Background: an optimization exercise with open tools, aiming at small area and a short achievable clock period. Do not read the settings as production practice. The RTL was checked by simulation tests, not by an equivalence proof against the original design. No activity file was given, so power comes from the tool's default toggle rates.

## design/flow/design.v

```verilog
`default_nettype none
package fetch_pkg;
	localparam int ADDR_WIDTH = 32;
	localparam int BUS_WIDTH = 64;
	localparam int INSN_WIDTH = 32;
	localparam int INSNS_PER_WORD = BUS_WIDTH / INSN_WIDTH;
	localparam int WORD_LSB = 3;
	localparam int FETCH_LIMIT = 8;
	localparam int LGFIFO = 3;
	localparam int LGDEPTH = LGFIFO + 4;
	typedef logic [ADDR_WIDTH-1:0] addr_t;
	typedef logic [BUS_WIDTH-1:0] bus_word_t;
	typedef logic [INSN_WIDTH-1:0] insn_t;
	typedef logic [LGDEPTH:0] depth_t;
	typedef logic [LGDEPTH-1:0] fill_t;
	typedef enum logic [1:0] {
		RESP_OKAY   = 2'b00,
		RESP_EXOKAY = 2'b01,
		RESP_SLVERR = 2'b10,
		RESP_DECERR = 2'b11
	} axi_resp_e;
endpackage
`default_nettype wire
`default_nettype none
module flush_tracker (
	input  logic S_AXI_ACLK,
	input  logic fifo_reset,
	input  logic i_new_pc,
	input  logic i_arvalid,
	input  logic i_arready,
	input  logic i_rvalid,
	output logic o_full_bus,
	output logic o_flush_request,
	output logic o_keep_beat
);
	fetch_pkg::depth_t outstanding;
	fetch_pkg::depth_t out_inc, out_dec;
	fetch_pkg::depth_t base_count, base_less;
	fetch_pkg::depth_t flushcount;
	logic flushing;
	logic ar_hs;
	assign ar_hs = i_arvalid && i_arready;
	assign out_inc = outstanding + 1'b1;
	assign out_dec = outstanding - 1'b1;
	always_ff @(posedge S_AXI_ACLK)
	begin
		if (fifo_reset)
		begin
			outstanding <= '0;
			o_full_bus <= 1'b0;
		end
		else
		begin
			case ({ ar_hs, i_rvalid })
			2'b10:
			begin
				outstanding <= out_inc;
				o_full_bus <= (out_inc >= fetch_pkg::depth_t'((1 << fetch_pkg::LGDEPTH) - 1));
			end
			2'b01:
			begin
				outstanding <= out_dec;
				o_full_bus <= (out_dec >= fetch_pkg::depth_t'((1 << fetch_pkg::LGDEPTH) - 1));
			end
			default:
				o_full_bus <= (outstanding >= fetch_pkg::depth_t'((1 << fetch_pkg::LGDEPTH) - 1));
			endcase
		end
	end
	assign base_count = i_arvalid ? out_inc : outstanding;
	assign base_less = i_arvalid ? outstanding : out_dec;
	always_ff @(posedge S_AXI_ACLK)
	begin
		if (fifo_reset)
		begin
			flushcount <= '0;
			flushing <= 1'b0;
			o_flush_request <= 1'b0;
		end
		else if (i_new_pc)
		begin
			flushcount <= i_rvalid ? base_less : base_count;
			flushing <= i_rvalid ? (base_less != 0) : (base_count != 0);
			o_flush_request <= i_arvalid && !i_arready;
		end
		else
		begin
			if (i_rvalid && flushing)
			begin
				flushcount <= flushcount - 1'b1;
				flushing <= (flushcount != 1);
			end
			if (i_arready)
				o_flush_request <= 1'b0;
		end
	end
	assign o_keep_beat = i_rvalid && !flushing;
endmodule
`default_nettype wire
`default_nettype none
module axil_request (
	input  logic S_AXI_ACLK,
	input  logic fifo_reset,
	input  logic i_new_pc,
	input  fetch_pkg::addr_t i_pc,
	input  fetch_pkg::addr_t i_cur_pc,
	input  logic i_arready,
	input  logic i_full_bus,
	input  logic i_flush_request,
	input  logic i_word_taken,
	input  logic i_out_busy,
	output logic o_arvalid,
	output fetch_pkg::addr_t o_araddr
);
	logic [fetch_pkg::LGFIFO:0] fill;
	logic [fetch_pkg::LGFIFO:0] fill_inc, fill_dec;
	logic [fetch_pkg::LGFIFO+1:0] base_demand;
	logic at_limit;
	logic pending_new_pc;
	logic running;
	logic issue;
	logic count_req;
	fetch_pkg::addr_t next_araddr;
	assign issue = !o_arvalid || i_arready;
	assign count_req = o_arvalid && i_arready && !i_flush_request;
	assign fill_inc = fill + 1'b1;
	assign fill_dec = fill - 1'b1;
	always_ff @(posedge S_AXI_ACLK)
	begin
		if (fifo_reset || i_new_pc)
			fill <= '0;
		else
		begin
			case ({ count_req, i_word_taken })
			2'b10: fill <= fill_inc;
			2'b01: fill <= fill_dec;
			default: fill <= fill;
			endcase
		end
	end
	assign base_demand = (fetch_pkg::LGFIFO+2)'(fill) + (fetch_pkg::LGFIFO+2)'(o_arvalid);
	assign at_limit = (base_demand >= (fetch_pkg::LGFIFO+2)'(fetch_pkg::FETCH_LIMIT))
		|| (i_out_busy && base_demand == (fetch_pkg::LGFIFO+2)'(fetch_pkg::FETCH_LIMIT - 1));
	always_ff @(posedge S_AXI_ACLK)
	begin
		if (fifo_reset)
			running <= 1'b0;
		else if (i_new_pc)
			running <= 1'b1;
	end
	always_ff @(posedge S_AXI_ACLK)
	begin
		if (fifo_reset)
			o_arvalid <= 1'b0;
		else if (issue)
			o_arvalid <= (i_new_pc || (running && !at_limit)) && !i_full_bus;
	end
	always_ff @(posedge S_AXI_ACLK)
	begin
		if (fifo_reset || issue)
			pending_new_pc <= 1'b0;
		else if (i_new_pc)
			pending_new_pc <= 1'b1;
	end
	always_comb
	begin
		if (i_new_pc)
			next_araddr = i_pc;
		else if (pending_new_pc)
			next_araddr = i_cur_pc;
		else if (o_arvalid)
			next_araddr = { o_araddr[fetch_pkg::ADDR_WIDTH-1:fetch_pkg::WORD_LSB] + 1'b1,
				fetch_pkg::WORD_LSB'(0) };
		else
			next_araddr = o_araddr;
	end
	always_ff @(posedge S_AXI_ACLK)
	begin
		if (fifo_reset)
			o_araddr <= '0;
		else if (issue)
			o_araddr <= next_araddr;
	end
endmodule
`default_nettype wire
`default_nettype none
module sync_fifo (
	input  logic S_AXI_ACLK,
	input  logic fifo_reset,
	input  logic i_flush,
	input  logic i_wr,
	input  fetch_pkg::bus_word_t i_data,
	input  logic i_err,
	input  logic i_take,
	input  logic i_step,
	input  logic i_lane_hi_next,
	output fetch_pkg::insn_t o_lane,
	output logic o_err,
	output logic o_empty
);
	localparam int DEPTH = 1 << fetch_pkg::LGFIFO;
	localparam int W = fetch_pkg::INSN_WIDTH;
	fetch_pkg::insn_t mem [2*DEPTH];
	logic [DEPTH-1:0] err_mem;
	logic [DEPTH-1:0] wr_sel;
	logic [2*DEPTH-1:0] lane_sel;
	logic [DEPTH-1:0] rd_sel;
	logic [DEPTH-1:0] rd_next;
	logic [DEPTH-1:0] rd_sel_next;
	logic nonempty;
	assign o_empty = !nonempty;
	always_comb
	begin
		for (int i = 0; i < DEPTH; i++)
			rd_sel[i] = lane_sel[2*i] || lane_sel[2*i+1];
	end
	assign rd_next = { rd_sel[DEPTH-2:0], rd_sel[DEPTH-1] };
	always_ff @(posedge S_AXI_ACLK)
	begin
		for (int i = 0; i < DEPTH; i++)
		begin
			if (i_wr && wr_sel[i])
			begin
				mem[2*i] <= i_data[0 +: W];
				mem[2*i+1] <= i_data[W +: W];
				err_mem[i] <= i_err;
			end
		end
	end
	always_ff @(posedge S_AXI_ACLK)
	begin
		if (fifo_reset || i_flush)
		begin
			wr_sel <= DEPTH'(1);
			nonempty <= 1'b0;
		end
		else
		begin
			if (i_wr)
				wr_sel <= { wr_sel[DEPTH-2:0], wr_sel[DEPTH-1] };
			if (i_wr)
				nonempty <= 1'b1;
			else if (i_take)
				nonempty <= !(|(wr_sel & rd_next));
		end
	end
	always_comb
	begin
		if (fifo_reset || i_flush)
			rd_sel_next = DEPTH'(1);
		else if (i_step)
			rd_sel_next = rd_next;
		else
			rd_sel_next = rd_sel;
	end
	always_ff @(posedge S_AXI_ACLK)
	begin
		for (int i = 0; i < DEPTH; i++)
		begin
			lane_sel[2*i] <= rd_sel_next[i] && !i_lane_hi_next;
			lane_sel[2*i+1] <= rd_sel_next[i] && i_lane_hi_next;
		end
	end
	always_comb
	begin
		o_lane = '0;
		for (int j = 0; j < 2*DEPTH; j++)
			o_lane = o_lane | ({ W{lane_sel[j]} } & mem[j]);
		o_err = |(rd_sel & err_mem);
	end
endmodule
`default_nettype wire
`default_nettype none
module insn_unpack (
	input  logic S_AXI_ACLK,
	input  logic fifo_reset,
	input  logic i_new_pc,
	input  fetch_pkg::addr_t i_pc,
	input  logic i_ready,
	input  fetch_pkg::insn_t i_lane,
	input  logic i_err,
	input  logic i_empty,
	output logic o_word_taken,
	output logic o_step,
	output logic o_lane_hi_next,
	output logic o_out_busy,
	output logic o_valid,
	output fetch_pkg::insn_t o_insn,
	output fetch_pkg::addr_t o_pc,
	output logic o_illegal
);
	fetch_pkg::insn_t swapped;
	logic out_two;
	logic shift;
	logic fifo_rd;
	logic insn_load;
	logic valid_next;
	logic two_next;
	logic pc2_next;
	always_comb
	begin
		for (int b = 0; b < 4; b++)
			swapped[(3-b)*8 +: 8] = i_lane[b*8 +: 8];
	end
	assign shift = !o_valid && o_pc[fetch_pkg::WORD_LSB-1];
	assign fifo_rd = !o_valid || (i_ready && !out_two);
	assign o_word_taken = fifo_rd && !i_empty;
	assign o_out_busy = o_valid && (!i_ready || out_two);
	assign o_step = (o_word_taken && shift) || (i_ready && out_two);
	always_comb
	begin
		valid_next = o_valid;
		two_next = out_two;
		if (fifo_reset || i_new_pc)
		begin
			valid_next = 1'b0;
			two_next = 1'b0;
		end
		else if (fifo_rd)
		begin
			valid_next = !i_empty;
			two_next = !i_empty && !shift;
		end
		else if (i_ready)
		begin
			valid_next = 1'b1;
			two_next = 1'b0;
		end
	end
	always_ff @(posedge S_AXI_ACLK)
	begin
		o_valid <= valid_next;
		out_two <= two_next;
	end
	always_comb
	begin
		if (fifo_reset)
			pc2_next = 1'b0;
		else if (i_new_pc)
			pc2_next = i_pc[2];
		else if (o_valid && i_ready && !o_illegal)
			pc2_next = !o_pc[2];
		else
			pc2_next = o_pc[2];
	end
	assign o_lane_hi_next = two_next || (!valid_next && pc2_next);
	assign insn_load = !o_valid || i_ready;
	always_ff @(posedge S_AXI_ACLK)
	begin
		if (fifo_reset)
			o_insn <= '0;
		else if (insn_load)
			o_insn <= swapped;
	end
	always_ff @(posedge S_AXI_ACLK)
	begin
		if (fifo_reset)
			o_pc <= '0;
		else if (i_new_pc)
			o_pc <= i_pc;
		else if (o_valid && i_ready && !o_illegal)
		begin
			o_pc[fetch_pkg::ADDR_WIDTH-1:2] <= o_pc[fetch_pkg::ADDR_WIDTH-1:2] + 1'b1;
			o_pc[1:0] <= 2'b00;
		end
	end
	always_ff @(posedge S_AXI_ACLK)
	begin
		if (fifo_reset || i_new_pc)
			o_illegal <= 1'b0;
		else if (!o_illegal && o_word_taken)
			o_illegal <= i_err;
	end
endmodule
`default_nettype wire
`default_nettype none
module axil_fetch (
	input  logic S_AXI_ACLK,
	input  logic fifo_reset,
	input  logic i_new_pc,
	input  fetch_pkg::addr_t i_pc,
	input  logic i_ready,
	output fetch_pkg::insn_t o_insn,
	output fetch_pkg::addr_t o_pc,
	output logic o_valid,
	output logic o_illegal,
	output logic M_AXI_ARVALID,
	input  logic M_AXI_ARREADY,
	output fetch_pkg::addr_t M_AXI_ARADDR,
	input  logic M_AXI_RVALID,
	output logic M_AXI_RREADY,
	input  fetch_pkg::bus_word_t M_AXI_RDATA,
	input  logic [1:0] M_AXI_RRESP
);
	fetch_pkg::axi_resp_e rresp;
	fetch_pkg::insn_t fifo_lane;
	logic fifo_step;
	logic lane_hi_next;
	logic rd_err;
	logic full_bus;
	logic flush_request;
	logic keep_beat;
	logic fifo_err;
	logic fifo_empty;
	logic word_taken;
	logic out_busy;
	assign M_AXI_RREADY = 1'b1;
	assign rresp = fetch_pkg::axi_resp_e'(M_AXI_RRESP);
	assign rd_err = (rresp == fetch_pkg::RESP_SLVERR) || (rresp == fetch_pkg::RESP_DECERR);
	flush_tracker u_flush (
		.S_AXI_ACLK(S_AXI_ACLK), .fifo_reset(fifo_reset), .i_new_pc(i_new_pc),
		.i_arvalid(M_AXI_ARVALID), .i_arready(M_AXI_ARREADY),
		.i_rvalid(M_AXI_RVALID), .o_full_bus(full_bus),
		.o_flush_request(flush_request), .o_keep_beat(keep_beat));
	axil_request u_request (
		.S_AXI_ACLK(S_AXI_ACLK), .fifo_reset(fifo_reset), .i_new_pc(i_new_pc),
		.i_pc(i_pc), .i_cur_pc(o_pc), .i_arready(M_AXI_ARREADY), .i_full_bus(full_bus),
		.i_flush_request(flush_request), .i_word_taken(word_taken),
		.i_out_busy(out_busy), .o_arvalid(M_AXI_ARVALID), .o_araddr(M_AXI_ARADDR));
	sync_fifo u_fifo (
		.S_AXI_ACLK(S_AXI_ACLK), .fifo_reset(fifo_reset), .i_flush(i_new_pc),
		.i_wr(keep_beat), .i_data(M_AXI_RDATA), .i_err(rd_err), .i_take(word_taken),
		.i_step(fifo_step), .i_lane_hi_next(lane_hi_next),
		.o_lane(fifo_lane), .o_err(fifo_err), .o_empty(fifo_empty));
	insn_unpack u_unpack (
		.S_AXI_ACLK(S_AXI_ACLK), .fifo_reset(fifo_reset), .i_new_pc(i_new_pc),
		.i_pc(i_pc), .i_ready(i_ready), .i_lane(fifo_lane), .i_err(fifo_err),
		.i_empty(fifo_empty), .o_word_taken(word_taken), .o_step(fifo_step), .o_lane_hi_next(lane_hi_next),
		.o_out_busy(out_busy), .o_valid(o_valid), .o_insn(o_insn), .o_pc(o_pc),
		.o_illegal(o_illegal));
endmodule
`default_nettype wire
```

## design/flow/run.sh

```bash
#!/bin/bash
# synth_recipe.tcl (not shown) runs the flow's synth.tcl, then flattens the netlist and writes it again
# the make line also repeats each setting of config.mk as NAME=value (left out here)
make -C /OpenROAD-flow-scripts/flow DESIGN_CONFIG=/design/flow/config.mk WORK_HOME=/design/flow/orfs CLKGATE_MAP_FILE= SYNTH_SCRIPT=/design/flow/synth_recipe.tcl finish
```

## design/flow/config.mk

```make
export PLATFORM = sky130hd
export DESIGN_NAME = axil_fetch
export DESIGN_NICKNAME = axil_fetch
export VERILOG_FILES = /design/flow/design.v
export SDC_FILE = /design/flow/constraint.sdc
export NUM_CORES = 4
export LEC_CHECK = 0
export ABC_CLOCK_PERIOD_IN_PS = 2000
export CAP_MARGIN = 20
export CORE_MARGIN = 2
export CORE_UTILIZATION = 40
export SETUP_SLACK_MARGIN = 2.0
export SLEW_MARGIN = 20
```

## design/flow/constraint.sdc

```tcl
create_clock -name core_clock -period 4.0 [get_ports {S_AXI_ACLK}]
set_input_delay 0.8000 -clock core_clock [delete_from_list [all_inputs] [get_ports {S_AXI_ACLK}]]
set_output_delay 0.8000 -clock core_clock [all_outputs]
set_load 0.01 [all_outputs]
```

==> reports/metrics.csv, run 1 <==
metric,value,unit
status,timing/DRC/antenna clean,
clk_path_buf_depth,3,
antenna_found_initial,4,
whs,0.4878,ns
clkTransAtPathRegs,0.06,ns
hold_violations,0,
cts.sinks,670,
ir_worst_vdd,0.0003944,V
portBuffers,201,
start_util,0.4018,
syn_inst,1903,
ctsRootBufferMaster,clkbuf_16,
cts_max_level,3,
cts_hold_buf,0,
die_y,260.5,um
diodes,0,
finalSetupViolCount,0,
p_per_area,478.8,mW/mm2
max_slew_margin,0.3061,
finalWeightedCongestion,0.8558,
fmax,481.1,MHz
cap_violations,0,
overflow,0,
final-max-slew-violation-count,0,
cts_tree,yes,
timing.final.crit_period,2.079,ns
timing.final.crit_share,0.5196,
synth_seq_area_share,0.7072,
io_pins,204,
final_common_cell,edfxtp_1,
setup_tns,0,ns
wire_per_inst,25.94,um
crit_family,simple AND/OR/NAND/NOR gates,
drtIter0Drc,2105,
syn-cell-area,0.02633,mm2
p_leak,11.22,nW
final_cell_mix,"edfxtp_1 (520), a22oi_1 (167), buf_4 (129)",
area_growth_syn_to_layout,26.76,%
async_reset_ff_frac,0,
place_area,0.02955,mm2
cpMaxStageDelayCell,or4_4,
postRouteWirelength,81.36,mm
critPathMaxStageDelay,0.55,ns
crit_top_cell,or4_4,
layout_setup_ws,1.921,ns
yosysUniqueCellTypes,80,
grt_start_max_net_pins,67,
path_cells,nand3_4 -> or4_4 -> or4_4 -> or4_4 -> a41oi_2,
worst_slew_pin_slew,1.041,ns
ys_warn_count,5,
viasPerCell,6.018,
grt_pass1_wl,118.1,mm
syn-num-nets,2023,
cts_buffers,72,
worst-path-buf-inv,0,
die_area,0.06788,mm2
layoutNonFillerInstCount,3137,
die_x,260.5,um
worstPathMaxFanout,4,
grt_pass1_vias,18460,
final_area,0.03337,mm2
synth_edf_count,520,
vias,18880,
gr-usage-all-layers,0.2335,
clk_latency,0.61,ns
place_ws,0.7038,ns
avgSynthCellArea,13.83,um2
fp-row-count,94,
placed_cells,2879,
crit_path_end_kind,register,
dp_hpwl,42.66,mm
fp.coreArea,0.06551,mm2
ant_nets,0,
fin_skew,0.02265,ns
min_path_type,register to register,
critPathArrivalTime,2.61,ns
fin_nets,2335,
dr.pass1.iters,6,
drive_gt1_frac,0.2574,
path_class,register to register,
synth_ff_type,edfxtp_1,
critPathRequiredTime,4.53,ns
rsz0062_at_grt,yes,
cp-start-kind,register,
drc_errors,0,
ys_ff_latch,670,
==> worst min-delay path, stage by stage (launching register included) <==
cell     delay (ns)
dfxtp_1        0.33
nand2_1        0.06
a21oi_1        0.05
==> repair_timing <==
| action | CTS | global route |
|---|---|---|
| pin swaps | 11 | 18 |
| gates resized for setup | 537 | 95 |
| buffers inserted | 88 | 28 |
| cloned | 9 | 0 |
| endpoints found under the setup margin | 741 | 77 |
==> sequential cells by signal, indices dropped and copies added, names as in the netlist <==
name	flops
u_fifo.nonempty	1
u_flush.flushing	1
u_fifo.err_mem	8
u_flush.o_flush_request	1
u_flush.outstanding	8
u_unpack.o_valid	1
u_fifo.lane_sel	16
u_fifo.wr_sel	8
u_unpack.o_pc	32
u_request.fill	4
u_unpack.o_insn	32
u_flush.flushcount	8
u_unpack.o_illegal	1
u_request.running	1
u_fifo.mem	512
u_request.pending_new_pc	1
u_request.o_arvalid	1
u_request.o_araddr	32
u_flush.o_full_bus	1
u_unpack.out_two	1
==> cell type report <==
class / instances / area, um2
fill: 5461 / 32140
sequential: 670 / 18930
multi-input combinational: 1076 / 7551
timing repair buffer: 370 / 3324
clock buffer: 97 / 1987
tap: 864 / 1081
clock inverter: 35 / 369.1
inverter: 25 / 128.9
==> report_power, final <==
group          leakage [nW]  internal, mW  switching (mW)
logic                  4.07         0.663           0.806
registers              6.00          7.69           0.187
clock network          1.15          3.90            2.74
==> cell usage after synthesis (4+ instances only) <==
cell	count	area (um2)
nand2b_1	12	75.07
a21o_1	5	37.54
inv_1	25	93.84
nand2_1	76	285.3
o22ai_1	4	25.02
mux2i_1	13	130.1
a222oi_1	32	320.3
or3_1	9	56.30
nand4_1	32	200.2
dfxtp_1	150	3003
xnor2_1	42	367.9
a31oi_1	15	93.84
a22oi_1	167	1254
o31ai_1	7	52.55
a2111oi_0	30	262.8
o21ai_0	60	300.3
nor2_1	129	484.2
and4_1	8	70.07
a21oi_1	62	310.3
ha_1	15	187.7
or4_1	6	45.04
nor4_1	15	93.84
and3_1	7	43.79
clkbuf_1	116	435.4
nor3_1	40	200.2
or2_2	10	62.56
nor2b_1	4	25.02
o221a_2	4	45.04
and2_1	7	43.79
a32oi_1	5	43.79
a211oi_1	28	210.2
nand3_1	85	425.4
edfxtp_1	520	15610
xor2_1	19	166.4
a221oi_1	32	280.3
buf_1	9	33.78
mux2_2	4	45.04
a311oi_1	6	52.55
a22o_1	29	254.0
==> per-layer routing <==
layer,part of all wire,track usage,routed length (um)
met5,0.00036,0,29
met4,0.029,0.07794,2396
met3,0.089,0.04186,7213
met2,0.48,0.3823,38740
met1,0.41,0.3148,32980
==> final timing paths <==
kind | from | depth (start not counted) | slack, ns | end
max | u_request.o_araddr[17]$_SDFFE_PP0P_ | 5 | 1.92 | u_request.o_araddr[31]$_SDFFE_PP0P_
min | u_fifo.wr_sel[7]$_SDFFE_PP0P_ | 2 | 0.49 | u_fifo.wr_sel[7]$_SDFFE_PP0P_
max reg2reg | u_request.o_araddr[17]$_SDFFE_PP0P_ | 5 | 1.92 | u_request.o_araddr[31]$_SDFFE_PP0P_
min reg2reg | u_fifo.wr_sel[7]$_SDFFE_PP0P_ | 2 | 0.49 | u_fifo.wr_sel[7]$_SDFFE_PP0P_
==> stage by stage <==
stage / power, mW / utilization
finish: 15.98 / 0.5094
global route: 16.49 / 0.5094
CTS: 16.01 / 0.5035
detailed placement: 9.298 / 0.4510
global placement: 9.267 / 0.4510
floorplan: 8.707 / -
==> logic make-up (layout without fill, tap and decap cells) <==
| family | count (synthesis) | after routing | synth area share |
|---|---|---|---|
| flip-flops | 670 | 670 | 0.7072 |
| multiplexers | 17 | 17 | 0.006654 |
| buffers and inverters | 158 | 527 | 0.02462 |
| AND/OR/NAND/NOR | 462 | 463 | 0.08774 |
| adder cells (fa/ha/maj) | 16 | 16 | 0.007890 |
| XOR/XNOR | 61 | 61 | 0.02029 |
| AO/OA/AOI/OAI | 518 | 518 | 0.1454 |
| other | 1 | 1 | 0.0001424 |
==> run 2, diff against run 1 <==
==> design/flow/flow/run.sh (new file) <==
#!/bin/bash
# The standard layout, with the smallest buffer on the ports and no dummy loads in the clock tree.
set -euo pipefail
bash standard.sh \
	"BUFFER_PORTS_ARGS=-buffer_cell sky130_fd_sc_hd__buf_1" \
	"CTS_ARGS=-sink_clustering_enable -repair_clock_nets -dont_use_dummy_load" \
	finish > standard.log 2>&1
==> design/flow/standard.sh (new file) <==
#!/bin/bash
# synth_recipe.tcl (not shown) runs the flow's synth.tcl, then flattens the netlist and writes it again
# the make line also repeats each setting of config.mk as NAME=value (left out here)
make -C /OpenROAD-flow-scripts/flow DESIGN_CONFIG=/design/flow/config.mk WORK_HOME=/design/flow/orfs CLKGATE_MAP_FILE= SYNTH_SCRIPT=/design/flow/synth_recipe.tcl "${@:-finish}"
removed: design/flow/run.sh
==> run 2 against run 1 <==
Maximum frequency shrank 0.61%; non-clock buffer count is 48 lower; synthesized area did not move; via count fell by 2.3%; critical path depth did not move; count of clock-buffer cells in the layout fell by 24; global-route usage shrank 0.46 points; sequential share of layout area up 2.9 points; final cell count shrank 3.3%; flip-flop and latch count is the same; register-to-register slack barely moved.
==> reports/metrics.csv, run 2 <==
metric,value,unit,change
cts_max_level,3,,unchanged
synth_edf_count,520,,unchanged
postRouteWirelength,80.22,mm,-1.4%
fp-row-count,94,,unchanged
syn-cell-area,0.02633,mm2,unchanged
ys_ff_latch,670,,unchanged
met1_usage,0.3106,,-0.004226
die_y,260.5,um,unchanged
synth.area.mux_share,0.006654,,unchanged
clkTransAtPathRegs,0.05,ns,about the same
fmax,478.2,MHz,-0.61%
cts_hold_buf,0,,unchanged
crit_top_cell,or4_4,,
rsz0062_at_grt,yes,,
reg2reg_depth,5,,unchanged
min_path_type,register to register,,
io_pins,204,,unchanged
path_class,register to register,,
crit_family,simple AND/OR/NAND/NOR gates,,
worst-path-buf-inv,0,,unchanged
ctsRootBufferMaster,clkbuf_16,,
crit_path_end_kind,register,,
final_area,0.03148,mm2,-5.7%
finalSetupViolCount,0,,unchanged
area_growth_syn_to_layout,19.60,%,
synthXorXnorAreaFrac,0.02029,,unchanged
start_util,0.4018,,unchanged
fin_nets,2291,,-1.9%
synth.most_common_cell,edfxtp_1,,
place_area,0.02835,mm2,-4.0%
worstHoldStart,u_fifo.wr_sel[2]$_SDFFE_PP0P_,,
synth_ff_type,edfxtp_1,,
total_power,14.80,mW,-7.4%
avgSynthCellArea,13.83,um2,unchanged
drc_errors,0,,unchanged
synth_area_leaders,"edfxtp_1 (59%), dfxtp_1 (11%), a22oi_1 (4.8%)",,
fp.coreArea,0.06551,mm2,unchanged
syn_inst,1903,,unchanged
r2r_start,u_request.o_araddr[19]$_SDFFE_PP0P_,,
critPathRequiredTime,4.47,ns,-0.06 ns
die_area,0.06788,mm2,unchanged
syn-num-nets,2023,,unchanged
post-route-util,0.4806,,-0.02878
holdPathEnd,u_fifo.wr_sel[2]$_SDFFE_PP0P_,,
met2_usage,0.3778,,-0.004507
clk_latency,0.62,ns,about the same
synthAdderAreaFrac,0.007890,,unchanged
timing.final.crit_period,2.091,ns,+0.01266 ns
synth_commonest_cells,"edfxtp_1 (520), a22oi_1 (167), dfxtp_1 (150), nor2_1 (129), clkbuf_1 (116)",,
vias,18450,,-2.3%
timing.final.crit_share,0.5228,,+0.003165
fin_skew,0.07703,ns,+0.05438 ns
finalWeightedCongestion,0.9054,,+5.8%
critPathArrivalTime,2.57,ns,-0.04 ns
cts_buffers,73,,+1.4%
clk_path_buf_depth,3,,unchanged
ir_worst_vdd,0.0003467,V,-12%
regMostFlops,u_fifo.mem,,
status,timing/DRC/antenna clean,,
r2r_setup_slack,1.91,ns,about the same
synthSimpleGateAreaFrac,0.08774,,unchanged
path_cells,nand3_4 -> or4_4 -> or4_4 -> or4_4 -> a31oi_1,,
cpMaxStageDelayCell,or4_4,,
antenna_found_initial,7,,+3
cts_tree,yes,,
ys_warn_count,5,,unchanged
diodes,0,,unchanged
drive_gt1_frac,0.1858,,-0.07157
reg2reg_to,u_request.o_araddr[29]$_SDFFE_PP0P_,,
ant_nets,0,,unchanged
grt_pass1_vias,17730,,-3.9%
die_x,260.5,um,unchanged
gr-usage-all-layers,0.2289,,-0.004636
async_reset_ff_frac,0,,unchanged
drtIter0Drc,2243,,+6.6%
synth_seq_area_share,0.7072,,unchanged
grt_start_max_net_pins,78,,+16%
synth_compound_area_frac,0.1454,,unchanged
portBuffers,201,,unchanged
wire_per_inst,26.45,um,+2.0%
viasPerCell,6.084,,+1.1%
critPathMaxStageDelay,0.55,ns,about the same
final_cell_mix,"edfxtp_1 (520), buf_1 (183), a22oi_1 (167)",,
p_per_area,470.1,mW/mm2,-1.8%
p_leak,10.06,nW,-10%
grt_use_met3,0.04147,,-0.0003885
cp-start-kind,register,,
worstPathMaxFanout,4,,unchanged
cts.sinks,670,,unchanged
overflow,0,,unchanged
max_slew_margin,0.3228,,+0.01673
synth_top_family_by_area,compound AO/OA/AOI/OAI gates,,
dr.pass1.iters,6,,unchanged
yosysTopAreaCell,edfxtp_1,,
whs,0.4886,ns,+0.0007360 ns
busiest_layer,met2,,
whs_path_depth,2,,unchanged
hold_violations,0,,unchanged
synth_top_area_frac,0.5932,,unchanged
setup_tns,0,ns,unchanged
final_common_cell,edfxtp_1,,
yosysUniqueCellTypes,80,,unchanged
grt_pass1_wl,115.4,mm,-2.2%
largest_reg_flops,512,,unchanged
dp_hpwl,43.79,mm,+2.6%
worst_slew_pin_slew,1.016,ns,-0.02510 ns
final-max-slew-violation-count,0,,unchanged
cap_violations,0,,unchanged
run 2: cell counts after synthesis:
No cell type changed its count.
run 2: cell families after synthesis:
family | after synthesis
AO/OA/AOI/OAI | 518
XOR/XNOR | 61
adder cells (fa/ha/maj) | 16
buffers and inverters | 158
flip-flops | 670
multiplexers | 17
other | 1
AND/OR/NAND/NOR | 462
run 2: worst max path at each step:
stage | end | cells after the start | start | slack, ns
after floorplan | u_fifo.err_mem[0]$_DFFE_PP_ | 4 | M_AXI_RVALID | 1.62
after global placement | u_fifo.mem[7][29]$_DFFE_PP_ | 7 | M_AXI_RVALID | 1.08
after detailed placement | u_fifo.lane_sel[9]$_DFF_P_ | 7 | i_ready | 0.97
after CTS | u_request.o_araddr[25]$_SDFFE_PP0P_ | 6 | u_request.o_araddr[13]$_SDFFE_PP0P_ | 1.92
after global routing | u_request.o_araddr[31]$_SDFFE_PP0P_ | 5 | u_request.o_araddr[19]$_SDFFE_PP0P_ | 1.85
final | u_request.o_araddr[29]$_SDFFE_PP0P_ | 5 | u_request.o_araddr[19]$_SDFFE_PP0P_ | 1.91
run 2: where the power goes:
part / total, mW / switching (mW) / internal (mW)
Clock: 5.66 / 2.46 / 3.19
Sequential: 7.90 / 0.200 / 7.70
Combinational: 1.24 / 0.743 / 0.502
Total: 14.8 / 3.41 / 11.4
run 2: repair_timing:
action / in CTS / in global routing
gates resized for setup: 116 / 70
hold endpoints to repair: 0 / 0
cloned: 5 / 2
pin swaps: 8 / 15
buffers inserted: 53 / 18
setup endpoints to repair: 486 / 386
run 2: routing by layer:
metal | vias up | part of all wire | wire length, um
met5 | - | 0.00082 | 66
met4 | 10 | 0.027 | 2196
met3 | 165 | 0.086 | 6938
met2 | 932 | 0.47 | 38010
met1 | 9271 | 0.41 | 33010
li1 | 8074 | - | -
run 2: worst register-to-register path, stage by stage, from the launching register on:
cell     delay [ns]
dfxtp_2        0.36
nand3_4        0.10
or4_4          0.55
or4_4          0.45
or4_4          0.42
a31oi_1        0.13
run 2: final cells by class:
class / count / area [um2]
fillers: 5665 / 34030
multi-input cells: 1077 / 7517
flip-flops and latches: 670 / 18780
well taps: 864 / 1081
repair buffers: 322 / 2131
clock buffers: 73 / 1827
repair inverters: 2 / 15.01
inverters: 25 / 128.9
run 2: metrics by stage:
stage / instances / setup WS [ns]
after CTS: 3013 / 1.921
final: 3033 / 1.909
after global placement: 2882 / 1.083
after global routing: 3033 / 1.854
after floorplan: 1903 / 1.617
after detailed placement: 2882 / 0.9652
==> run 3, diff against run 2 <==
==> design/flow/flow/run.sh (replaced) <==
#!/bin/bash
# The standard layout, with the smallest buffer on the ports and a clock tree of larger
# sink clusters without dummy loads. make's full output goes to standard.log here, and
# each ORFS step keeps its own log under orfs/logs.
set -euo pipefail
bash standard.sh \
	"BUFFER_PORTS_ARGS=-buffer_cell sky130_fd_sc_hd__buf_1" \
	"CTS_ARGS=-sink_clustering_enable -repair_clock_nets -dont_use_dummy_load -sink_clustering_size 30 -sink_clustering_max_diameter 100" \
	finish > standard.log 2>&1
==> run 3 against run 2 <==
Final area shrank 3.8%; sequential power hardly changed; clock skew increased by 0.025 ns; worst hold slack got worse by 0.016 ns; flip-flop and latch count did not move; first-iteration DRC count is 1.6% lower; critical path type unchanged; setup slack worse by 0.027 ns; synthesized cell count stayed put.
==> reports/metrics.csv, run 3 <==
metric,value,unit,change
status,timing/DRC/antenna clean,,
fp-row-count,94,,unchanged
crit_path_end_kind,register,,
nFillCells,5779,,+2.0%
placed_cells,2882,,unchanged
p_per_area,411.2,mW/mm2,-13%
seqCellArea,0.01884,mm2,+0.29%
antenna_found_initial,7,,unchanged
fp.coreArea,0.06551,mm2,unchanged
ant_nets,0,,unchanged
overflow,0,,unchanged
cts.sinks,670,,unchanged
drive_gt1_frac,0.1856,,-0.0001938
worstPathMaxFanout,6,,+2
critPathRequiredTime,4.52,ns,+0.05 ns
r2r_setup_slack,1.88,ns,-0.03 ns
place_ws,0.9652,ns,unchanged
cts_buffers,29,,-60%
synth_seq_area_share,0.7072,,unchanged
grt_start_max_net_pins,78,,unchanged
viasPerCell,6.026,,-0.95%
final_common_cell,edfxtp_1,,
path_cells,nand3_2 -> or4_4 -> or4_4 -> or4_4 -> a41oi_2,,
largest_reg_flops,512,,unchanged
rsz0062_at_grt,yes,,
postRouteWirelength,78.17,mm,-2.6%
vias,17930,,-2.8%
total_power,12.45,mW,-16%
dp_hpwl,43.79,mm,unchanged
min_path_type,input port to register,,
synth.most_common_cell,edfxtp_1,,
ys_ff_latch,670,,unchanged
die_y,260.5,um,unchanged
yosysUniqueCellTypes,80,,unchanged
avgSynthCellArea,13.83,um2,unchanged
start_util,0.4018,,unchanged
critPathMaxStageDelay,0.51,ns,-0.04 ns
path_class,register to register,,
area_growth_syn_to_layout,15.05,%,
grt_pass1_vias,17170,,-3.2%
gr-usage-all-layers,0.2205,,-0.008371
place_area,0.02835,mm2,unchanged
multiInputGateArea,0.007478,mm2,-0.52%
setup_tns,0,ns,unchanged
whs,0.4727,ns,-0.01586 ns
hold_violations,0,,unchanged
final_area,0.03029,mm2,-3.8%
synth_area_leaders,"edfxtp_1 (59%), dfxtp_1 (11%), a22oi_1 (4.8%)",,
worst_slew_pin_slew,1.003,ns,-0.01300 ns
fmax,472.1,MHz,-1.3%
regMostFlops,u_fifo.mem,,
grt_pass1_wl,112.4,mm,-2.6%
clk_latency,0.66,ns,+0.04 ns
fin_nets,2234,,-2.5%
timing.final.crit_share,0.5295,,+0.006690
ys_warn_count,5,,unchanged
diodes,0,,unchanged
fin_skew,0.1016,ns,+0.02453 ns
wire_per_inst,26.27,um,-0.70%
synth_edf_count,520,,unchanged
drc_errors,0,,unchanged
crit_top_cell,or4_4,,
cts_hold_buf,0,,unchanged
timing.final.crit_period,2.118,ns,+0.02676 ns
r2r_start,u_request.o_araddr[18]$_SDFFE_PP0P_,,
clkTransAtPathRegs,0.09,ns,+0.04 ns
reg2reg_depth,5,,unchanged
ir_worst_vdd,0.0003904,V,+13%
finalWeightedCongestion,0.9054,,unchanged
io_pins,204,,unchanged
cp-start-kind,register,,
p_leak,9.578,nW,-4.8%
synth_top_area_frac,0.5932,,unchanged
max_slew_margin,0.3315,,+0.008666
cts_max_level,1,,-2
die_x,260.5,um,unchanged
portBuffers,201,,unchanged
async_reset_ff_frac,0,,unchanged
syn_inst,1903,,unchanged
synth_ff_type,edfxtp_1,,
final_cell_mix,"edfxtp_1 (520), a22oi_1 (167), buf_1 (147)",,
synth_commonest_cells,"edfxtp_1 (520), a22oi_1 (167), dfxtp_1 (150), nor2_1 (129), clkbuf_1 (116)",,
clk_path_buf_depth,3,,unchanged
critPathArrivalTime,2.64,ns,+0.07 ns
cap_violations,0,,unchanged
reg2reg_to,u_request.o_araddr[31]$_SDFFE_PP0P_,,
crit_end,u_request.o_araddr[31]$_SDFFE_PP0P_,,
yosysTopAreaCell,edfxtp_1,,
drtIter0Drc,2206,,-1.6%
final-max-slew-violation-count,0,,unchanged
syn-num-nets,2023,,unchanged
die_area,0.06788,mm2,unchanged
cts_tree,yes,,
finalSetupViolCount,0,,unchanged
critPathLaunch,u_request.o_araddr[18]$_SDFFE_PP0P_,,
layout_setup_ws,1.882,ns,-0.02676 ns
syn-cell-area,0.02633,mm2,unchanged
cpMaxStageDelayCell,or4_4,,
post-route-util,0.4623,,-0.01828
ctsRootBufferMaster,clkbuf_16,,
dr.pass1.iters,8,,+2
layoutNonFillerInstCount,2976,,-1.9%
[run 3: cell counts after synthesis]
Identical to the previous run, type by type.
[run 3: worst min path at each step]
stage	startpoint	to	slack, ns	cells after the start
2_1_floorplan	u_request.running$_SDFFE_PP0P_	u_request.running$_SDFFE_PP0P_	0.43	2
3_3_place_gp	u_flush.flushcount[4]$_SDFFE_PP0P_	u_flush.flushcount[4]$_SDFFE_PP0P_	0.47	2
3_5_place_dp	u_request.running$_SDFFE_PP0P_	u_request.running$_SDFFE_PP0P_	0.47	2
4_1_cts	i_pc[12]	u_unpack.o_pc[12]$_SDFFE_PP0P_	0.45	3
5_1_grt	i_pc[12]	u_unpack.o_pc[12]$_SDFFE_PP0P_	0.46	3
6_report	i_pc[24]	u_unpack.o_pc[24]$_SDFFE_PP0P_	0.47	3
[run 3: routing by layer]
metal,wire length (um),vias up,GRT usage,part of all wire
met5,79,-,0,0.0010
met4,1984,12,0.04508,0.025
met3,5832,124,0.03399,0.075
met1,32320,9082,0.3002,0.41
li1,-,7950,-,-
met2,37950,766,0.3751,0.49
[run 3: layout make-up]
| cell class | count | share of cell area |
|---|---|---|
| Clock buffer | 29 | 0.02396 |
| Multi-Input combinational cell | 1077 | 0.2469 |
| Timing Repair inverter | 2 | 0.0004131 |
| Sequential cell | 670 | 0.6220 |
| Tap cell | 864 | 0.03569 |
| Inverter | 25 | 0.004255 |
| Timing Repair Buffer | 309 | 0.06676 |
[run 3: logic make-up (layout without fill, tap and decap cells)]
kind of cell | Yosys count | count (layout) | share of synthesized area
muxes | 17 | 17 | 0.006654
adders and majority gates | 16 | 16 | 0.007890
AOI/OAI and AO/OA | 518 | 518 | 0.1454
other | 1 | 1 | 0.0001424
xor gates and xnor gates | 61 | 61 | 0.02029
and+or+nand+nor | 462 | 464 | 0.08774
buffers and inverters | 158 | 365 | 0.02462
DFF | 670 | 670 | 0.7072
[run 3: what timing repair did]
action / 4_1_cts / 5_1_grt
gates cloned: 5 / 0
endpoints found under the hold margin: 0 / 0
pin swaps: 9 / 9
setup buffers: 45 / 15
gates resized for setup: 147 / 97
endpoints found under the setup margin: 486 / 213
[run 3: where the power goes]
| group | internal [mW] | leakage [nW] | switching, mW |
|---|---|---|---|
| Sequential | 7.68 | 5.99 | 0.194 |
| Combinational | 0.504 | 3.23 | 0.748 |
| Clock | 1.29 | 0.357 | 2.03 |
[run 3: worst max-delay path: cells and delay by family (launching register included)]
family	cells	cell delay, ns
AND/OR/NAND/NOR	4	1.52
flip-flops	1	0.40
AO/OA/AOI/OAI	1	0.13
==> run 4, diff against run 3 <==
--- a/design/flow/design.v
+++ b/design/flow/design.v
@@ -112,35 +112,34 @@
 	output logic o_arvalid,
 	output fetch_pkg::addr_t o_araddr
 );
-	logic [fetch_pkg::LGFIFO:0] fill;
-	logic [fetch_pkg::LGFIFO:0] fill_inc, fill_dec;
-	logic [fetch_pkg::LGFIFO+1:0] base_demand;
+	logic [fetch_pkg::FETCH_LIMIT-1:0] fill_t;
 	logic at_limit;
 	logic pending_new_pc;
 	logic running;
 	logic issue;
 	logic count_req;
-	fetch_pkg::addr_t next_araddr;
+	localparam int LO_TOP = fetch_pkg::WORD_LSB + 8;
+	fetch_pkg::addr_t step_araddr;
+	logic step_lo_ones;
+	logic araddr_lo_ones;
 	assign issue = !o_arvalid || i_arready;
 	assign count_req = o_arvalid && i_arready && !i_flush_request;
-	assign fill_inc = fill + 1'b1;
-	assign fill_dec = fill - 1'b1;
 	always_ff @(posedge S_AXI_ACLK)
 	begin
 		if (fifo_reset || i_new_pc)
-			fill <= '0;
+			fill_t <= '0;
 		else
 		begin
 			case ({ count_req, i_word_taken })
-			2'b10: fill <= fill_inc;
-			2'b01: fill <= fill_dec;
-			default: fill <= fill;
+			2'b10: fill_t <= { fill_t[fetch_pkg::FETCH_LIMIT-2:0], 1'b1 };
+			2'b01: fill_t <= { 1'b0, fill_t[fetch_pkg::FETCH_LIMIT-1:1] };
+			default: fill_t <= fill_t;
 			endcase
 		end
 	end
-	assign base_demand = (fetch_pkg::LGFIFO+2)'(fill) + (fetch_pkg::LGFIFO+2)'(o_arvalid);
-	assign at_limit = (base_demand >= (fetch_pkg::LGFIFO+2)'(fetch_pkg::FETCH_LIMIT))
-		|| (i_out_busy && base_demand == (fetch_pkg::LGFIFO+2)'(fetch_pkg::FETCH_LIMIT - 1));
+	assign at_limit = fill_t[fetch_pkg::FETCH_LIMIT-1]
+		|| (fill_t[fetch_pkg::FETCH_LIMIT-2] && (o_arvalid || i_out_busy))
+		|| (fill_t[fetch_pkg::FETCH_LIMIT-3] && o_arvalid && i_out_busy);
 	always_ff @(posedge S_AXI_ACLK)
 	begin
 		if (fifo_reset)
@@ -164,22 +163,39 @@
 	end
 	always_comb
 	begin
-		if (i_new_pc)
-			next_araddr = i_pc;
-		else if (pending_new_pc)
-			next_araddr = i_cur_pc;
-		else if (o_arvalid)
-			next_araddr = { o_araddr[fetch_pkg::ADDR_WIDTH-1:fetch_pkg::WORD_LSB] + 1'b1,
-				fetch_pkg::WORD_LSB'(0) };
+		if (pending_new_pc)
+		begin
+			step_araddr = i_cur_pc;
+			step_lo_ones = &i_cur_pc[LO_TOP-1:fetch_pkg::WORD_LSB];
+		end
 		else
-			next_araddr = o_araddr;
+		begin
+			step_araddr[fetch_pkg::WORD_LSB-1:0] = '0;
+			step_araddr[LO_TOP-1:fetch_pkg::WORD_LSB]
+				= o_araddr[LO_TOP-1:fetch_pkg::WORD_LSB] + 1'b1;
+			step_araddr[fetch_pkg::ADDR_WIDTH-1:LO_TOP]
+				= o_araddr[fetch_pkg::ADDR_WIDTH-1:LO_TOP] + araddr_lo_ones;
+			step_lo_ones = (o_araddr[LO_TOP-1:fetch_pkg::WORD_LSB]
+				== { { (LO_TOP-fetch_pkg::WORD_LSB-1){1'b1} }, 1'b0 });
+		end
 	end
 	always_ff @(posedge S_AXI_ACLK)
 	begin
 		if (fifo_reset)
+		begin
 			o_araddr <= '0;
-		else if (issue)
-			o_araddr <= next_araddr;
+			araddr_lo_ones <= 1'b0;
+		end
+		else if (i_new_pc && issue)
+		begin
+			o_araddr <= i_pc;
+			araddr_lo_ones <= &i_pc[LO_TOP-1:fetch_pkg::WORD_LSB];
+		end
+		else if (o_arvalid && i_arready)
+		begin
+			o_araddr <= step_araddr;
+			araddr_lo_ones <= step_lo_ones;
+		end
 	end
 endmodule
 `default_nettype wire
@@ -193,6 +209,7 @@
 	input  logic i_err,
 	input  logic i_take,
 	input  logic i_step,
+	input  logic i_held_next,
 	input  logic i_lane_hi_next,
 	output fetch_pkg::insn_t o_lane,
 	output logic o_err,
@@ -208,6 +225,10 @@
 	logic [DEPTH-1:0] rd_next;
 	logic [DEPTH-1:0] rd_sel_next;
 	logic nonempty;
+	logic nonempty_next;
+	logic [DEPTH-1:0] wr_sel_next;
+	logic slots_full_next;
+	logic [DEPTH-1:0] wr_en;
 	assign o_empty = !nonempty;
 	always_comb
 	begin
@@ -219,7 +240,7 @@
 	begin
 		for (int i = 0; i < DEPTH; i++)
 		begin
-			if (i_wr && wr_sel[i])
+			if (wr_en[i])
 			begin
 				mem[2*i] <= i_data[0 +: W];
 				mem[2*i+1] <= i_data[W +: W];
@@ -227,23 +248,32 @@
 			end
 		end
 	end
-	always_ff @(posedge S_AXI_ACLK)
+	always_comb
 	begin
+		wr_sel_next = wr_sel;
+		nonempty_next = nonempty;
 		if (fifo_reset || i_flush)
 		begin
-			wr_sel <= DEPTH'(1);
-			nonempty <= 1'b0;
+			wr_sel_next = DEPTH'(1);
+			nonempty_next = 1'b0;
 		end
 		else
 		begin
 			if (i_wr)
-				wr_sel <= { wr_sel[DEPTH-2:0], wr_sel[DEPTH-1] };
+				wr_sel_next = { wr_sel[DEPTH-2:0], wr_sel[DEPTH-1] };
 			if (i_wr)
-				nonempty <= 1'b1;
+				nonempty_next = 1'b1;
 			else if (i_take)
-				nonempty <= !(|(wr_sel & rd_next));
+				nonempty_next = !(|(wr_sel & rd_next));
 		end
 	end
+	assign slots_full_next = (|(wr_sel_next & rd_sel_next)) && (nonempty_next || i_held_next);
+	always_ff @(posedge S_AXI_ACLK)
+	begin
+		wr_sel <= wr_sel_next;
+		nonempty <= nonempty_next;
+		wr_en <= wr_sel_next & { DEPTH{!slots_full_next} };
+	end
 	always_comb
 	begin
 		if (fifo_reset || i_flush)
@@ -284,6 +314,7 @@
 	output logic o_step,
 	output logic o_lane_hi_next,
 	output logic o_out_busy,
+	output logic o_two_next,
 	output logic o_valid,
 	output fetch_pkg::insn_t o_insn,
 	output fetch_pkg::addr_t o_pc,
@@ -297,6 +328,8 @@
 	logic valid_next;
 	logic two_next;
 	logic pc2_next;
+	localparam int PC_LO_TOP = 2 + 8;
+	logic pc_lo_ones;
 	always_comb
 	begin
 		for (int b = 0; b < 4; b++)
@@ -306,6 +339,7 @@
 	assign fifo_rd = !o_valid || (i_ready && !out_two);
 	assign o_word_taken = fifo_rd && !i_empty;
 	assign o_out_busy = o_valid && (!i_ready || out_two);
+	assign o_two_next = two_next;
 	assign o_step = (o_word_taken && shift) || (i_ready && out_two);
 	always_comb
 	begin
@@ -355,13 +389,22 @@
 	always_ff @(posedge S_AXI_ACLK)
 	begin
 		if (fifo_reset)
+		begin
 			o_pc <= '0;
+			pc_lo_ones <= 1'b0;
+		end
 		else if (i_new_pc)
+		begin
 			o_pc <= i_pc;
+			pc_lo_ones <= &i_pc[PC_LO_TOP-1:2];
+		end
 		else if (o_valid && i_ready && !o_illegal)
 		begin
-			o_pc[fetch_pkg::ADDR_WIDTH-1:2] <= o_pc[fetch_pkg::ADDR_WIDTH-1:2] + 1'b1;
+			o_pc[PC_LO_TOP-1:2] <= o_pc[PC_LO_TOP-1:2] + 1'b1;
+			o_pc[fetch_pkg::ADDR_WIDTH-1:PC_LO_TOP]
+				<= o_pc[fetch_pkg::ADDR_WIDTH-1:PC_LO_TOP] + pc_lo_ones;
 			o_pc[1:0] <= 2'b00;
+			pc_lo_ones <= (o_pc[PC_LO_TOP-1:2] == { { (PC_LO_TOP-3){1'b1} }, 1'b0 });
 		end
 	end
 	always_ff @(posedge S_AXI_ACLK)
@@ -404,6 +447,7 @@
 	logic fifo_empty;
 	logic word_taken;
 	logic out_busy;
+	logic two_next;
 	assign M_AXI_RREADY = 1'b1;
 	assign rresp = fetch_pkg::axi_resp_e'(M_AXI_RRESP);
 	assign rd_err = (rresp == fetch_pkg::RESP_SLVERR) || (rresp == fetch_pkg::RESP_DECERR);
@@ -420,13 +464,13 @@
 	sync_fifo u_fifo (
 		.S_AXI_ACLK(S_AXI_ACLK), .fifo_reset(fifo_reset), .i_flush(i_new_pc),
 		.i_wr(keep_beat), .i_data(M_AXI_RDATA), .i_err(rd_err), .i_take(word_taken),
-		.i_step(fifo_step), .i_lane_hi_next(lane_hi_next),
+		.i_step(fifo_step), .i_held_next(two_next), .i_lane_hi_next(lane_hi_next),
 		.o_lane(fifo_lane), .o_err(fifo_err), .o_empty(fifo_empty));
 	insn_unpack u_unpack (
 		.S_AXI_ACLK(S_AXI_ACLK), .fifo_reset(fifo_reset), .i_new_pc(i_new_pc),
 		.i_pc(i_pc), .i_ready(i_ready), .i_lane(fifo_lane), .i_err(fifo_err),
 		.i_empty(fifo_empty), .o_word_taken(word_taken), .o_step(fifo_step), .o_lane_hi_next(lane_hi_next),
-		.o_out_busy(out_busy), .o_valid(o_valid), .o_insn(o_insn), .o_pc(o_pc),
+		.o_out_busy(out_busy), .o_two_next(two_next), .o_valid(o_valid), .o_insn(o_insn), .o_pc(o_pc),
 		.o_illegal(o_illegal));
 endmodule
 `default_nettype wire
==> run 4 against run 3 <==
Still clean on timing, DRC and antenna; clock skew is 0.012 ns higher; setup slack better by 0.075 ns; sequential share of layout area is 1.1 points higher; synthesized area is 1.9% higher; first-iteration DRC count is 9.5% lower; total power is 1.6% higher; non-clock buffer count is 21 lower; critical path type is now register to output port.
==> reports/metrics.csv, run 4 <==
metric,value,unit,change
ys_ff_latch,684,,+2.1%
worst_slew_pin_slew,1.069,ns,+0.06595 ns
finalWeightedCongestion,0.8642,,-4.6%
wl_met2,37.85,mm,-0.26%
fin_nets,2283,,+2.2%
drtIter0Drc,1996,,-9.5%
max_slew_margin,0.2875,,-0.04396
fin_skew,0.1135,ns,+0.01192 ns
yosysUniqueCellTypes,72,,-10%
synth_top_area_frac,0.5822,,-0.01093
largest_reg_flops,512,,unchanged
synth_commonest_cells,"edfxtp_1 (520), a22oi_1 (166), dfxtp_1 (164), nor2_1 (155), clkbuf_1 (116)",,
hold_violations,0,,unchanged
cts_buffers,28,,-3.4%
drc_errors,0,,unchanged
whs_path_depth,2,,-1
cts.sinks,684,,+2.1%
postRouteWirelength,78.59,mm,+0.54%
start_util,0.4058,,+0.003902
yosysTopAreaCell,edfxtp_1,,
final_cell_mix,"edfxtp_1 (520), a22oi_1 (166), nor2_1 (151)",,
r2r_setup_slack,2.02,ns,+0.14 ns
synth_edf_count,520,,unchanged
synth.area.mux_share,0.008304,,+0.001650
fp-row-count,94,,unchanged
clk_path_buf_depth,3,,unchanged
final-max-slew-violation-count,0,,unchanged
path_class,register to output port,,
timing.final.crit_share,0.5106,,-0.01887
synthAdderAreaFrac,0.008304,,+0.0004144
fp.coreArea,0.06610,mm2,+0.90%
syn-cell-area,0.02682,mm2,+1.9%
synth_area_leaders,"edfxtp_1 (58%), dfxtp_1 (12%), a22oi_1 (4.6%)",,
synthSimpleGateAreaFrac,0.09074,,+0.003002
gr-usage-all-layers,0.2163,,-0.004196
overflow,0,,unchanged
timing.final.crit_period,2.043,ns,-0.07546 ns
min_path_type,input port to register,,
synth_top_family_by_area,compound AO/OA/AOI/OAI gates,,
status,timing/DRC/antenna clean,,
async_reset_ff_frac,0,,unchanged
cts_max_level,1,,unchanged
syn-num-nets,2103,,+4.0%
setup_tns,0,ns,unchanged
dr.pass1.iters,7,,-1
route.met3.wl,5.788,mm,-0.75%
worstHoldStart,fifo_reset,,
drive_gt1_frac,0.1514,,-0.03422
regMostFlops,u_fifo.mem,,
critPathRequiredTime,3.20,ns,-1.32 ns
clk_latency,0.66,ns,about the same
grt_pass1_wl,114.1,mm,+1.5%
portBuffers,201,,unchanged
crit_path_end_kind,output port,,
vias,18290,,+2.0%
die_y,262.9,um,+0.92%
avgSynthCellArea,13.53,um2,-2.2%
synth_seq_area_share,0.7046,,-0.002582
critPathArrivalTime,1.24,ns,-1.40 ns
total_power,12.65,mW,+1.6%
cts_tree,yes,,
wl_met1,32.89,mm,+1.8%
rsz0062_at_grt,yes,,
viasPerCell,6.042,,+0.27%
ir_worst_vdd,0.0003666,V,-6.1%
r2r_start,u_flush.outstanding[0]$_SDFFE_PP0N_,,
synthXorXnorAreaFrac,0.02384,,+0.003545
holdPathEnd,u_request.running$_SDFFE_PP0P_,,
synth_ff_type,edfxtp_1,,
area_growth_syn_to_layout,12.64,%,
fmax,489.6,MHz,+3.7%
grt_pass1_vias,17540,,+2.1%
reg2reg_to,u_flush.flushing$_SDFFE_PP0P_,,
top_layer_used,met5,,
wire_per_inst,25.96,um,-1.2%
cap_violations,0,,unchanged
finalSetupViolCount,0,,unchanged
dp_hpwl,43.88,mm,+0.21%
antenna_found_initial,8,,+1
ant_nets,0,,unchanged
clkTransAtPathRegs,0.12,ns,+0.03 ns
io_pins,204,,unchanged
syn_inst,1982,,+4.2%
p_per_area,418.9,mW/mm2,+1.9%
ys_warn_count,5,,unchanged
worstPathMaxFanout,3,,-3
p_leak,9.716,nW,+1.4%
grt_start_max_net_pins,84,,+7.7%
final_common_cell,edfxtp_1,,
reg2reg_depth,8,,+3
die_x,262.9,um,+0.92%
cp-start-kind,register,,
synth_compound_area_frac,0.1408,,-0.004593
die_area,0.06913,mm2,+1.8%
ctsRootBufferMaster,clkbuf_16,,
synth.most_common_cell,edfxtp_1,,
-- run 4: cell count changes after synthesis, moves of 11 or more --
cell     delta
xor2_1     +14
a31oi_1    -11
dfxtp_1    +14
a22o_1     -11
nor4_1     -13
buf_2      +11
nand2_1    +23
o21ai_0    +28
nor2_1     +26
-- run 4: area by class of cell --
type,count,area [um2]
fill,5951,35890
sequential,684,19110
multi-input combinational,1138,7567
timing repair buffer,288,1654
tap,864,1081
clock buffer,28,700.7
inverter,22,87.58
antenna,3,7.507
-- run 4: worst max path at each step --
stage,from,to,slack (ns),depth (start not counted)
floorplan,M_AXI_RVALID,u_fifo.wr_en[1]$_DFF_P_,1.97,7
global placement,i_ready,u_fifo.wr_en[1]$_DFF_P_,1.14,7
detailed placement,i_ready,u_fifo.lane_sel[2]$_DFF_P_,1.08,8
CTS,u_unpack.o_insn[21]$_SDFFE_PP0P_,o_insn[21],2.00,1
global route,u_unpack.o_pc[10]$_SDFFE_PP0P_,o_pc[10],1.91,2
finish,u_unpack.o_pc[10]$_SDFFE_PP0P_,o_pc[10],1.96,2
-- run 4: cells by family (layout without fill, tap and decap cells) --
group | count (synthesis) | in the layout
AOI/OAI and AO/OA | 527 | 527
buffers and inverters | 160 | 338
and+or+nand+nor | 497 | 497
other | 1 | 4
muxes | 22 | 22
xor gates and xnor gates | 73 | 73
adders and majority gates | 18 | 18
DFF | 684 | 684
-- run 4: worst max-delay path, cell delays in order, from the launching register on --
cell	delay [ns]
dfxtp_4	0.37
buf_4	0.14
buf_2	0.15
-- run 4: through the flow --
step	area [um2]	cells	utilization	hold slack [ns]	setup slack (ns)
4_1_cts	29890	3012	0.4522	0.4054	2.000
6_report	30210	3027	0.4570	0.4630	1.957
5_1_grt	30200	3024	0.4569	0.4475	1.915
3_3_place_gp	28550	2949	0.4319	0.4622	1.145
3_5_place_dp	28550	2949	0.4319	0.4640	1.081
2_1_floorplan	26960	1982	-	0.4354	1.974
-- run 4: power by group --
| group | total, mW | switching, mW | internal (mW) |
|---|---|---|---|
| combinational | 1.23 | 0.736 | 0.496 |
| clock | 3.31 | 2.05 | 1.26 |
| sequential | 8.12 | 0.254 | 7.86 |
-- run 4: routing by layer --
metal  up-vias  track usage
li1       8068            -
met1      9275       0.2958
met2       816       0.3663
met3       119      0.03233
met4        12      0.04633
met5         -            0
-- run 4: repair_timing --
action,CTS,global route
hold buffers,0,0
gates cloned,0,0
endpoints found under the setup margin,171,87
pin swaps,7,8
resized for setup,149,67
buffers inserted,35,12
==> run 5, diff against run 4 <==
--- a/design/flow/flow/run.sh
+++ b/design/flow/flow/run.sh
@@ -5,5 +5,5 @@
 set -euo pipefail
 bash standard.sh \
 	"BUFFER_PORTS_ARGS=-buffer_cell sky130_fd_sc_hd__buf_1" \
-	"CTS_ARGS=-sink_clustering_enable -repair_clock_nets -dont_use_dummy_load -sink_clustering_size 30 -sink_clustering_max_diameter 100" \
+	"CTS_ARGS=-sink_clustering_enable -repair_clock_nets -dont_use_dummy_load -sink_clustering_size 25 -sink_clustering_max_diameter 80" \
 	finish > standard.log 2>&1
==> design/flow/config.mk (replaced) <==
export PLATFORM = sky130hd
export DESIGN_NAME = axil_fetch
export DESIGN_NICKNAME = axil_fetch
export VERILOG_FILES = /design/flow/design.v
export SDC_FILE = /design/flow/constraint.sdc
export NUM_CORES = 4
export LEC_CHECK = 0
export CAP_MARGIN = 20
export CORE_MARGIN = 2
export CORE_UTILIZATION = 60
export PLACE_DENSITY = 0.72
export SETUP_SLACK_MARGIN = 2.0
export SLEW_MARGIN = 20
==> run 5 against run 4 <==
Still clean on timing, DRC and antenna; setup slack better by 0.047 ns; global-route usage rose by 8.2 points; worst hold slack better by 0.016 ns; synthesized area unchanged; final area is 0.91% lower; via count grew 0.51%; non-clock buffer count down 3; combinational power is essentially flat; critical path type unchanged; largest cell class unchanged; largest power group unchanged.
==> reports/metrics.csv, run 5 <==
metric,value,unit,change
yosysUniqueCellTypes,72,,unchanged
crit_family,flip-flops,,
fp-row-count,77,,-18%
final_cell_mix,"edfxtp_1 (520), buf_1 (189), a22oi_1 (166)",,
total_power,12.95,mW,+2.3%
die_area,0.04641,mm2,-33%
critPathMaxStageDelay,0.47,ns,+0.10 ns
vias,18380,,+0.51%
r2r_start,u_flush.outstanding[0]$_SDFFE_PP0N_,,
io_pins,204,,unchanged
setup_tns,0,ns,unchanged
final-max-slew-violation-count,0,,unchanged
whs,0.4786,ns,+0.01552 ns
fp.coreArea,0.04412,mm2,-33%
syn-num-nets,2103,,unchanged
grt_start_max_net_pins,85,,+1.2%
p_leak,9.610,nW,-1.1%
worst_slew_pin_slew,1.127,ns,+0.05788 ns
cts_buffers,35,,+25%
grt_pass1_wl,105.5,mm,-7.5%
fin_nets,2287,,+0.18%
die_x,215.4,um,-18%
cts_tree,yes,,
synth_commonest_cells,"edfxtp_1 (520), a22oi_1 (166), dfxtp_1 (164), nor2_1 (155), clkbuf_1 (116)",,
hold_violations,0,,unchanged
clk_path_buf_depth,3,,unchanged
cp-start-kind,register,,
gr-usage-all-layers,0.2981,,+0.08181
fin_skew,0.05133,ns,-0.06215 ns
drc_errors,0,,unchanged
largest_reg_flops,512,,unchanged
min_path_type,register to register,,
finalWeightedCongestion,0.9028,,+4.5%
finalSetupViolCount,0,,unchanged
p_per_area,432.6,mW/mm2,+3.3%
synth_area_leaders,"edfxtp_1 (58%), dfxtp_1 (12%), a22oi_1 (4.6%)",,
clk_latency,0.60,ns,-0.06 ns
synth_edf_count,520,,unchanged
critPathArrivalTime,1.20,ns,-0.04 ns
postRouteWirelength,71.05,mm,-9.6%
synthSimpleGateAreaFrac,0.09074,,unchanged
crit_path_end_kind,output port,,
critPathLaunch,u_unpack.o_pc[15]$_SDFFE_PP0P_,,
dp_hpwl,38.57,mm,-12%
syn_inst,1982,,unchanged
ctsRootBufferMaster,clkbuf_16,,
path_cells,buf_1,,
synth_ff_type,edfxtp_1,,
max_slew_margin,0.2489,,-0.03859
synth_compound_area_frac,0.1408,,unchanged
timing.final.crit_share,0.4990,,-0.01163
yosysTopAreaCell,edfxtp_1,,
die_y,215.4,um,-18%
synth_top_family_by_area,compound AO/OA/AOI/OAI gates,,
nFillCells,3181,,-47%
avgSynthCellArea,13.53,um2,unchanged
wire_per_inst,25.73,um,-0.89%
path_class,register to output port,,
cap_violations,0,,unchanged
rsz0062_at_grt,yes,,
async_reset_ff_frac,0,,unchanged
portBuffers,201,,unchanged
ys_warn_count,5,,unchanged
clkTransAtPathRegs,0.08,ns,-0.04 ns
status,timing/DRC/antenna clean,,
ant_nets,0,,unchanged
dr.pass1.iters,6,,-1
area_growth_syn_to_layout,11.61,%,
synth_top_area_frac,0.5822,,unchanged
overflow,0,,unchanged
synth_seq_area_share,0.7046,,unchanged
syn-cell-area,0.02682,mm2,unchanged
drive_gt1_frac,0.1257,,-0.02570
ir_worst_vdd,0.0003569,V,-2.6%
critPathRequiredTime,3.20,ns,about the same
viasPerCell,6.658,,+10%
synth.most_common_cell,edfxtp_1,,
timing.final.crit_period,1.996,ns,-0.04653 ns
synthAdderAreaFrac,0.008304,,unchanged
antenna_found_initial,8,,unchanged
grt_pass1_vias,17580,,+0.26%
fmax,501.0,MHz,+2.3%
synth.area.mux_share,0.008304,,unchanged
cpMaxStageDelayCell,dfxtp_1,,
ys_ff_latch,684,,unchanged
worstHoldStart,u_request.running$_SDFFE_PP0P_,,
drtIter0Drc,2305,,+15%
cts_max_level,2,,+1
cts.sinks,684,,unchanged
regMostFlops,u_fifo.mem,,
synthXorXnorAreaFrac,0.02384,,unchanged
worstPathMaxFanout,4,,+1
start_util,0.6078,,+0.2021
final_common_cell,edfxtp_1,,
worst-path-buf-inv,1,,-1
==> run 5: cell count changes in the layout (fill, tap and decap cells not counted), sizes merged <==
cell	previous run	this run
clkbuf	41	43
diode	3	5
clkinv	0	1
buf	275	277
inv	22	20
clkinvlp	0	1
==> run 5: area by class of cell <==
class                   count  area, um2  area share
flip-flops and latches    684      19080      0.6373
multi-input cells        1138       7576      0.2531
repair buffers            285       1562     0.05217
clock buffers              35      875.8     0.02926
well taps                 592      740.7     0.02475
inverters                  22      91.34    0.003051
diodes                      5      12.51   0.0004180
==> run 5: final timing paths <==
check	to	slack, ns	cells past startpoint
max reg2reg	u_flush.outstanding[6]$_SDFFE_PP0N_	2.03	8
min	u_request.running$_SDFFE_PP0P_	0.48	2
max	o_pc[15]	2.00	1
min reg2reg	u_request.running$_SDFFE_PP0P_	0.48	2
==> run 5: power by group <==
group	switching [mW]	internal, mW	total, mW	leakage, nW
registers	0.240	7.86	8.10	6.15
clock network	2.07	1.57	3.64	0.431
logic	0.725	0.483	1.21	3.03
==> run 5: worst register-to-register path, cell delays in order, from the launching register on <==
cell and delay, ns:
dfxtp_4 0.37, inv_4 0.08, ha_4 0.13, or3b_4 0.38
or3_4 0.36, mux2_2 0.28, nor2_2 0.09, xnor2_1 0.12
nor2_1 0.05
==> run 5: logic make-up after synthesis <==
group,Yosys count
flops,684
fa+ha+maj,18
buf+inv,160
compound gates,527
simple gates,497
other cells,1
xor+xnor,73
mux,22
==> run 5: what timing repair did <==
item	4_1_cts	5_1_grt
setup endpoints to repair	129	88
hold buffers	0	0
cloned	0	1
gates resized for setup	80	80
buffers inserted	24	24
pin swaps	4	8
==> run 5: metal layers <==
| metal | GRT usage | vias up | share of wire |
|---|---|---|---|
| met5 | 0 | - | 0.00072 |
| met4 | 0.09126 | 8 | 0.024 |
| met3 | 0.05581 | 125 | 0.10 |
| met2 | 0.4838 | 1020 | 0.48 |
| met1 | 0.4142 | 9150 | 0.40 |
| li1 | - | 8080 | - |
==> run 5: metrics by stage <==
stage / util / cells / setup slack, ns / instance area, um2
2_1_floorplan: - / 1982 / 1.974 / 26960
3_3_place_gp: 0.6377 / 2668 / 1.003 / 28140
3_5_place_dp: 0.6377 / 2668 / 0.9689 / 28140
4_1_cts: 0.6658 / 2727 / 2.001 / 29380
5_1_grt: 0.6782 / 2757 / 1.946 / 29920
6_report: 0.6784 / 2761 / 2.004 / 29930

static timing again, ports no longer ideal:
Ports are ideal in the flow. The routed layouts listed here were re-timed in OpenROAD. Step 1: set_driving_cell puts a clkbuf_16 on S_AXI_ACLK and a buf_2 on each other input, an assumption about the parent block. Step 2, shift: input delay + t, output delay - t, t = (earliest + latest rising clock arrival at the registers) / 2. This alone moves slack from input paths to output paths. a / b / c = no drivers / after step 1 / after step 2; a / b = the first two.
| run | shift t [ns] | setup slack, ns | worst hold slack (ns) | worst setup path at the end |
|---|---|---|---|---|
| run 1 | 0.666 | 1.921 / 1.890 / 1.314 | 0.488 / 0.488 / 0.488 | input to register |
| run 2 | 0.643 | 1.909 / 1.909 / 1.389 | 0.489 / 0.474 / 0.489 | input to register |
| run 3 | 0.669 | 1.882 / 1.882 / 1.340 | 0.473 / 0.438 / 0.488 | input to register |
| run 4 | 0.659 | 1.957 / 1.897 / 1.373 | 0.463 / 0.441 / 0.483 | input to register |
| run 5 | 0.616 | 2.004 / 1.946 / 1.472 | 0.479 / 0.471 / 0.479 | input to register |
After both steps setup and hold are still met in every run listed. The setup slack of run 1, which loses most, moves by -0.031 ns with the drivers and by -0.607 ns with both steps.
